Background: an optimization exercise with open tools, aiming at small area, a short achievable clock period and few clock cycles per item. Do not read the settings as production practice. RTL that was checked went through simulation tests only; none was proved equivalent to the original.

==> juniper: inputs <==
## shortest_remaining_time_scheduler
module shortest_remaining_time_scheduler (
  input  logic                          clk,
  input  logic                          rst,
  input  logic                          in_valid,
  output logic                          in_ready,
  input  srtf_pkg::in_item_t            in_data,
  output logic                          out_valid,
  input  logic                          out_ready,
  output srtf_pkg::out_item_t           out_data,
  input  logic                          cfg_valid,
  output logic                          cfg_ready,
  input  logic [srtf_pkg::PC_W-1:0]     cfg_data
);
Settings: LEC_CHECK=0, CAP_MARGIN=20, CORE_MARGIN=2, CORE_UTILIZATION=40, SLEW_MARGIN=20; clock period 10.0 ns.
run.sh (not shown) runs the stock make flow with config.mk's settings and CLKGATE_MAP_FILE= SYNTH_SCRIPT=/design/flow/synth_recipe.tcl, a recipe that flattens the netlist after the stock synthesis.
==> inputs of zinc, as changes to juniper <==
--- a/flow/design.v
+++ b/flow/design.v
@@ -47,12 +47,13 @@
   input  logic                                          load_go,
   input  logic [srtf_pkg::IDX_W-1:0]                    load_slot,
   input  logic [srtf_pkg::TIME_W-1:0]                   load_arr,
   input  logic [srtf_pkg::TIME_W-1:0]                   load_burst,
   input  logic [srtf_pkg::TIME_W-1:0]                   now_next,
   output logic [srtf_pkg::MAX_JOBS-1:0]                 arrived,
+  output logic [srtf_pkg::MAX_JOBS-1:0]                 arrived_next,
   input  logic [srtf_pkg::MAX_JOBS-1:0]                 rd_oh,
   output logic [srtf_pkg::TIME_W-1:0]                   rd_arr,
   output logic [srtf_pkg::TIME_W:0]                     rd_need
 );
   localparam int N  = srtf_pkg::MAX_JOBS;
   localparam int TW = srtf_pkg::TIME_W;
@@ -61,21 +62,22 @@
   logic [N-1:0][TW-1:0] arr_next;
   logic [TW:0]          load_need;
   assign load_need = {1'b0, load_arr} + {1'b0, load_burst};
   always_comb begin
     for (int j = 0; j < N; j++) begin
       arr_next[j] = (load_go && load_slot == j) ? load_arr : arr[j];
+      arrived_next[j] = (arr_next[j] == now_next) | (arrived[j] & ~load_go);
     end
   end
   always_ff @(posedge clk) begin
     for (int j = 0; j < N; j++) begin
       if (load_go && load_slot == j) begin
         arr[j]  <= load_arr;
         need[j] <= load_need;
       end
-      arrived[j] <= (arr_next[j] == now_next) | (arrived[j] & ~load_go);
+      arrived[j] <= arrived_next[j];
     end
   end
   always_comb begin
     rd_arr  = '0;
     rd_need = '0;
     for (int j = 0; j < N; j++) begin
@@ -116,67 +118,78 @@
   output logic                          cfg_ready,
   input  logic [srtf_pkg::PC_W-1:0]     cfg_data
 );
   localparam int N  = srtf_pkg::MAX_JOBS;
   localparam int TW = srtf_pkg::TIME_W;
   localparam int SW = srtf_pkg::SUM_W;
-  logic               a_valid;
-  srtf_pkg::in_item_t a_item;
+  logic               a_valid, s_valid, a_take;
+  srtf_pkg::in_item_t a_item, s_item, a_next;
   logic               fire;
   assign cfg_ready = 1'b1;
-  assign in_ready  = !a_valid || fire;
+  assign in_ready  = !s_valid;
+  assign a_take    = fire || !a_valid;
+  assign a_next    = a_take ? (s_valid ? s_item : in_data) : a_item;
   always_ff @(posedge clk) begin
     if (rst) begin
-      a_valid <= 1'b0;
-    end else if (in_ready) begin
-      a_valid <= in_valid;
+      a_valid  <= 1'b0;
+      s_valid  <= 1'b0;
+    end else begin
+      if (a_take) begin
+        a_valid <= s_valid || in_valid;
+        s_valid <= 1'b0;
+      end else if (in_valid && !s_valid) begin
+        s_valid <= 1'b1;
+      end
     end
-    if (in_ready) begin
-      a_item <= in_data;
+    a_item <= a_next;
+    if (!a_take && !s_valid) begin
+      s_item <= in_data;
     end
   end
   logic [srtf_pkg::PC_W-1:0] pc;
   logic [srtf_pkg::PC_W-1:0] done;
   logic [TW-1:0]             now;
   logic                      held_valid;
   logic [N-1:0]              held_oh;       
   logic [TW-1:0]             held_rem;
   logic [N-1:0][TW-1:0]      rem;           
   logic [N-1:0]              alive;         
-  logic [N-1:0]              arrived;
+  logic [N-1:0]              arrived, arrived_next;
+  logic [N-1:0]              alive_next, lim_next;
+  logic [srtf_pkg::PC_W-1:0] pc_next;
+  logic [N-1:0]              base;          
   logic [N*N-1:0]            ord;           
-  logic                      c_valid, cs_valid, d_valid;
-  srtf_pkg::step_t           c_q, cs_q, c_in;
+  logic                      c_valid, d_valid;
+  srtf_pkg::step_t           c_q, c_in;
   srtf_pkg::times_t          d_q, d_in;
   logic                      adv;
   assign adv = !out_valid || out_ready;
   logic               a_load, a_tick, run_over, flush;
   logic               load_go, tick_go;
-  logic [N-1:0]       lim, cand, win, lt, le, chosen, one, load_dec, wr_row;
-  logic [TW-1:0]      xcmp, rem_c, t1, now_next;
+  logic [N-1:0]       cand, win, lt, le, chosen, one, load_dec, wr_row;
+  logic [TW-1:0]      rem_c, t1, now_next, new_rem;
   logic               any, preempt, switch_job, run, comp, one_c, release_held;
+  logic               keep_held;
   logic [srtf_pkg::PC_W-1:0] done_inc;
   assign a_load   = a_valid && !a_item.operation;
   assign a_tick   = a_valid &&  a_item.operation;
   assign run_over = done >= pc;
   assign flush    = a_load && held_valid;
-  assign fire     = a_valid && !cs_valid &&
-                    !(a_load && (held_valid || (c_valid && c_q.comp)));
+  assign fire     = a_valid && (!c_valid || adv) && !flush;
   assign load_go  = fire && a_load;
   assign tick_go  = fire && a_tick && !run_over;
-  assign xcmp = (a_load && !held_valid) ? a_item.burst_length : held_rem;
   always_comb begin
     for (int j = 0; j < N; j++) begin
-      lim[j]      = pc[4] || (4'(j) < pc[3:0]);
-      lt[j]       = rem[j] <  xcmp;
-      le[j]       = rem[j] <= xcmp;
+      lim_next[j] = pc_next[4] || (4'(j) < pc_next[3:0]);
+      lt[j]       = rem[j] <  held_rem;
+      le[j]       = rem[j] <= held_rem;
       one[j]      = rem[j] == TW'(1);
       load_dec[j] = a_item.slot == 4'(j);
     end
   end
-  assign cand = alive & arrived & lim & ~held_oh;
+  assign cand = base & ~held_oh;
   srtf_pick u_pick (
     .cand (cand),
     .ord  (ord),
     .win  (win)
   );
   always_comb begin
@@ -194,36 +207,44 @@
   assign comp         = run && (switch_job ? one_c : (held_rem == TW'(1)));
   assign release_held = (tick_go && preempt) || flush;
   assign wr_row       = (held_oh & {N{release_held}}) | (load_dec & {N{load_go}});
   assign t1           = (now == '1) ? now : now + 1'b1;
   assign now_next     = load_go ? '0 : (tick_go ? t1 : now);
   assign done_inc     = (done == srtf_pkg::DONE_MAX) ? done : done + 1'b1;
+  assign pc_next      = cfg_valid ? cfg_data : pc;
+  always_comb begin
+    alive_next = alive;
+    if (load_go) begin
+      for (int j = 0; j < N; j++) begin
+        if (load_dec[j]) begin
+          alive_next[j] = held_rem != '0;
+        end
+      end
+    end else if (tick_go && run && comp) begin
+      alive_next = alive & ~chosen;
+    end
+  end
   always_ff @(posedge clk) begin
     if (rst) begin
       pc         <= srtf_pkg::PC_RESET;
       done       <= '0;
       now        <= '0;
       held_valid <= 1'b0;
       held_oh    <= '0;
       alive      <= '0;
+      base       <= '0;
     end else begin
-      if (cfg_valid) begin
-        pc <= cfg_data;
-      end
-      now <= now_next;
+      pc    <= pc_next;
+      now   <= now_next;
+      alive <= alive_next;
+      base  <= alive_next & arrived_next & lim_next;
       if (load_go) begin
         done <= '0;
-        for (int j = 0; j < N; j++) begin
-          if (load_dec[j]) begin
-            alive[j] <= a_item.burst_length != '0;
-          end
-        end
       end else if (tick_go) begin
         if (run) begin
           if (comp) begin
-            alive      <= alive & ~chosen;
             held_valid <= 1'b0;
             held_oh    <= '0;
             done       <= done_inc;
           end else begin
             held_valid <= 1'b1;
             held_oh    <= chosen;
@@ -232,20 +253,22 @@
       end else if (flush) begin
         held_valid <= 1'b0;
         held_oh    <= '0;
       end
     end
   end
+  assign new_rem   = switch_job ? rem_c - 1'b1 : held_rem - 1'b1;
+  assign keep_held = held_valid && !tick_go && !flush;
   always_ff @(posedge clk) begin
-    if (tick_go && run) begin
-      held_rem <= switch_job ? rem_c - 1'b1 : held_rem - 1'b1;
+    if (tick_go && run && !comp) begin
+      held_rem <= new_rem;
+    end else if (!keep_held) begin
+      held_rem <= a_next.burst_length;
     end
     for (int j = 0; j < N; j++) begin
-      if (load_go && load_dec[j]) begin
-        rem[j] <= a_item.burst_length;
-      end else if (release_held && held_oh[j]) begin
+      if (wr_row[j]) begin
         rem[j] <= held_rem;
       end
     end
     for (int i = 0; i < N; i++) begin
       for (int j = 0; j <= i; j++) begin
         ord[i*N+j] <= 1'b0;
@@ -281,12 +304,13 @@
     .load_go    (load_go),
     .load_slot  (a_item.slot),
     .load_arr   (a_item.arrival_time),
     .load_burst (a_item.burst_length),
     .now_next   (now_next),
     .arrived    (arrived),
+    .arrived_next (arrived_next),
     .rd_oh      (c_q.oh),
     .rd_arr     (rd_arr),
     .rd_need    (rd_need)
   );
   always_comb begin
     c_slot = '0;
@@ -308,29 +332,27 @@
       d_in.wait_time = ({1'b0, c_q.t1} >= rd_need) ? TW'({1'b0, c_q.t1} - rd_need) : '0;
       d_in.turn_time = (c_q.t1 >= rd_arr) ? c_q.t1 - rd_arr : '0;
     end
   end
   always_ff @(posedge clk) begin
     if (rst) begin
-      c_valid  <= 1'b0;
-      cs_valid <= 1'b0;
-      d_valid  <= 1'b0;
+      c_valid <= 1'b0;
+      d_valid <= 1'b0;
     end else begin
       if (adv) begin
-        c_valid  <= cs_valid || fire;
-        cs_valid <= 1'b0;
-        d_valid  <= c_valid;
+        c_valid <= fire;
+        d_valid <= c_valid;
       end else if (fire) begin
-        cs_valid <= 1'b1;
+        c_valid <= 1'b1;
       end
     end
+    if (fire) begin
+      c_q <= c_in;
+    end
     if (adv) begin
-      c_q <= cs_valid ? cs_q : c_in;
       d_q <= d_in;
-    end else if (fire) begin
-      cs_q <= c_in;
     end
   end
   logic [SW:0] wait_add, turn_add;
   assign wait_add = {1'b0, out_data.total_wait}       + (SW + 1)'(d_q.wait_time);
   assign turn_add = {1'b0, out_data.total_turnaround} + (SW + 1)'(d_q.turn_time);
   always_ff @(posedge clk) begin
==> flow/flow/run.sh (new file) <==
#!/bin/bash
set -uo pipefail
MARGIN=$(cat flow/margin.txt)
sed -E "s/SETUP_SLACK_MARGIN=[0-9.]+/SETUP_SLACK_MARGIN=${MARGIN}/" standard.sh > standard_margin.sh
grep -q "SETUP_SLACK_MARGIN=${MARGIN} " standard_margin.sh || { echo "margin not set" >&2; exit 1; }
bash standard_margin.sh > flow_make.log 2>&1
==> flow/flow/margin.txt (new file) <==
6.5
==> flow/standard.sh (new file) <==
#!/bin/bash
# synth_recipe.tcl (not shown) runs the flow's synth.tcl, then flattens the netlist and writes it again
# the make line also repeats each setting of config.mk as NAME=value (left out here)
make -C /OpenROAD-flow-scripts/flow DESIGN_CONFIG=/design/flow/config.mk WORK_HOME=/design/flow/orfs CLKGATE_MAP_FILE= SYNTH_SCRIPT=/design/flow/synth_recipe.tcl "${@:-finish}"
SETUP_SLACK_MARGIN = 5   (was unset)
removed: flow/run.sh
==> inputs of delta, as changes to juniper <==
--- a/flow/design.v
+++ b/flow/design.v
@@ -116,62 +116,70 @@
   output logic                          cfg_ready,
   input  logic [srtf_pkg::PC_W-1:0]     cfg_data
 );
   localparam int N  = srtf_pkg::MAX_JOBS;
   localparam int TW = srtf_pkg::TIME_W;
   localparam int SW = srtf_pkg::SUM_W;
-  logic               a_valid;
-  srtf_pkg::in_item_t a_item;
+  logic               a_valid, s_valid, a_take;
+  srtf_pkg::in_item_t a_item, s_item, a_next;
   logic               fire;
   assign cfg_ready = 1'b1;
-  assign in_ready  = !a_valid || fire;
+  assign in_ready  = !s_valid;
+  assign a_take    = fire || !a_valid;
+  assign a_next    = a_take ? (s_valid ? s_item : in_data) : a_item;
   always_ff @(posedge clk) begin
     if (rst) begin
-      a_valid <= 1'b0;
-    end else if (in_ready) begin
-      a_valid <= in_valid;
+      a_valid  <= 1'b0;
+      s_valid  <= 1'b0;
+    end else begin
+      if (a_take) begin
+        a_valid <= s_valid || in_valid;
+        s_valid <= 1'b0;
+      end else if (in_valid && !s_valid) begin
+        s_valid <= 1'b1;
+      end
     end
-    if (in_ready) begin
-      a_item <= in_data;
+    a_item <= a_next;
+    if (!a_take && !s_valid) begin
+      s_item <= in_data;
     end
   end
   logic [srtf_pkg::PC_W-1:0] pc;
   logic [srtf_pkg::PC_W-1:0] done;
   logic [TW-1:0]             now;
   logic                      held_valid;
   logic [N-1:0]              held_oh;       
   logic [TW-1:0]             held_rem;
   logic [N-1:0][TW-1:0]      rem;           
   logic [N-1:0]              alive;         
   logic [N-1:0]              arrived;
   logic [N*N-1:0]            ord;           
-  logic                      c_valid, cs_valid, d_valid;
-  srtf_pkg::step_t           c_q, cs_q, c_in;
+  logic                      c_valid, d_valid;
+  srtf_pkg::step_t           c_q, c_in;
   srtf_pkg::times_t          d_q, d_in;
   logic                      adv;
   assign adv = !out_valid || out_ready;
   logic               a_load, a_tick, run_over, flush;
   logic               load_go, tick_go;
   logic [N-1:0]       lim, cand, win, lt, le, chosen, one, load_dec, wr_row;
-  logic [TW-1:0]      xcmp, rem_c, t1, now_next;
+  logic [TW-1:0]      rem_c, t1, now_next, new_rem;
   logic               any, preempt, switch_job, run, comp, one_c, release_held;
+  logic               keep_held;
   logic [srtf_pkg::PC_W-1:0] done_inc;
   assign a_load   = a_valid && !a_item.operation;
   assign a_tick   = a_valid &&  a_item.operation;
   assign run_over = done >= pc;
   assign flush    = a_load && held_valid;
-  assign fire     = a_valid && !cs_valid &&
-                    !(a_load && (held_valid || (c_valid && c_q.comp)));
+  assign fire     = a_valid && (!c_valid || adv) && !flush;
   assign load_go  = fire && a_load;
   assign tick_go  = fire && a_tick && !run_over;
-  assign xcmp = (a_load && !held_valid) ? a_item.burst_length : held_rem;
   always_comb begin
     for (int j = 0; j < N; j++) begin
       lim[j]      = pc[4] || (4'(j) < pc[3:0]);
-      lt[j]       = rem[j] <  xcmp;
-      le[j]       = rem[j] <= xcmp;
+      lt[j]       = rem[j] <  held_rem;
+      le[j]       = rem[j] <= held_rem;
       one[j]      = rem[j] == TW'(1);
       load_dec[j] = a_item.slot == 4'(j);
     end
   end
   assign cand = alive & arrived & lim & ~held_oh;
   srtf_pick u_pick (
@@ -232,15 +240,19 @@
       end else if (flush) begin
         held_valid <= 1'b0;
         held_oh    <= '0;
       end
     end
   end
+  assign new_rem   = switch_job ? rem_c - 1'b1 : held_rem - 1'b1;
+  assign keep_held = held_valid && !tick_go && !flush;
   always_ff @(posedge clk) begin
-    if (tick_go && run) begin
-      held_rem <= switch_job ? rem_c - 1'b1 : held_rem - 1'b1;
+    if (tick_go && run && !comp) begin
+      held_rem <= new_rem;
+    end else if (!keep_held) begin
+      held_rem <= a_next.burst_length;
     end
     for (int j = 0; j < N; j++) begin
       if (load_go && load_dec[j]) begin
         rem[j] <= a_item.burst_length;
       end else if (release_held && held_oh[j]) begin
         rem[j] <= held_rem;
@@ -308,29 +320,27 @@
       d_in.wait_time = ({1'b0, c_q.t1} >= rd_need) ? TW'({1'b0, c_q.t1} - rd_need) : '0;
       d_in.turn_time = (c_q.t1 >= rd_arr) ? c_q.t1 - rd_arr : '0;
     end
   end
   always_ff @(posedge clk) begin
     if (rst) begin
-      c_valid  <= 1'b0;
-      cs_valid <= 1'b0;
-      d_valid  <= 1'b0;
+      c_valid <= 1'b0;
+      d_valid <= 1'b0;
     end else begin
       if (adv) begin
-        c_valid  <= cs_valid || fire;
-        cs_valid <= 1'b0;
-        d_valid  <= c_valid;
+        c_valid <= fire;
+        d_valid <= c_valid;
       end else if (fire) begin
-        cs_valid <= 1'b1;
+        c_valid <= 1'b1;
       end
     end
+    if (fire) begin
+      c_q <= c_in;
+    end
     if (adv) begin
-      c_q <= cs_valid ? cs_q : c_in;
       d_q <= d_in;
-    end else if (fire) begin
-      cs_q <= c_in;
     end
   end
   logic [SW:0] wait_add, turn_add;
   assign wait_add = {1'b0, out_data.total_wait}       + (SW + 1)'(d_q.wait_time);
   assign turn_add = {1'b0, out_data.total_turnaround} + (SW + 1)'(d_q.turn_time);
   always_ff @(posedge clk) begin
SETUP_SLACK_MARGIN = 5   (was unset)
==> summary.txt <==
- Against zinc, the flip-flop and latch count of juniper is lower by 17.
- Via count is about the same in zinc and juniper.
- The lowest maximum frequency belongs to juniper, the highest to zinc.
- Global-route usage: delta < zinc < juniper.
Testbench counts of juniper, summed over its fixed seeds: cycles 9,896, items 9,864.
No functional check of the RTL was part of zinc and delta.

==> what the ideal ports hide <==
Ports are ideal in the flow. The routed layouts listed here were re-timed in OpenROAD.
Step 1 (the two cells are an assumption about what drives the block):
set clk [get_ports {clk}]
set_driving_cell -lib_cell sky130_fd_sc_hd__clkbuf_16 $clk
set_driving_cell -lib_cell sky130_fd_sc_hd__buf_2 [delete_from_list [all_inputs] $clk]
Step 2, shift: input delay + t, output delay - t, t = (earliest + latest rising clock arrival at the registers) / 2. This alone moves slack from input paths to output paths.
a / b / c = ideal / step 1 / step 2; a / b = the first two.
run	t, ns	slack for setup (ns)	hold WS [ns]	worst slew at a driven data input, ns
juniper	0.883	1.615 / 1.615 / 1.615	0.404 / 0.404 / 0.404	0.11
zinc	0.896	5.445 / 5.445 / 4.619	0.417 / 0.417 / 0.417	0.11
delta	0.875	4.898 / 4.898 / 4.271	0.419 / 0.419 / 0.419	0.10
After both steps every run listed still meets setup and hold. For zinc, which loses most, drivers alone change the setup slack by 0.000 ns; drivers and shift together by -0.826 ns.
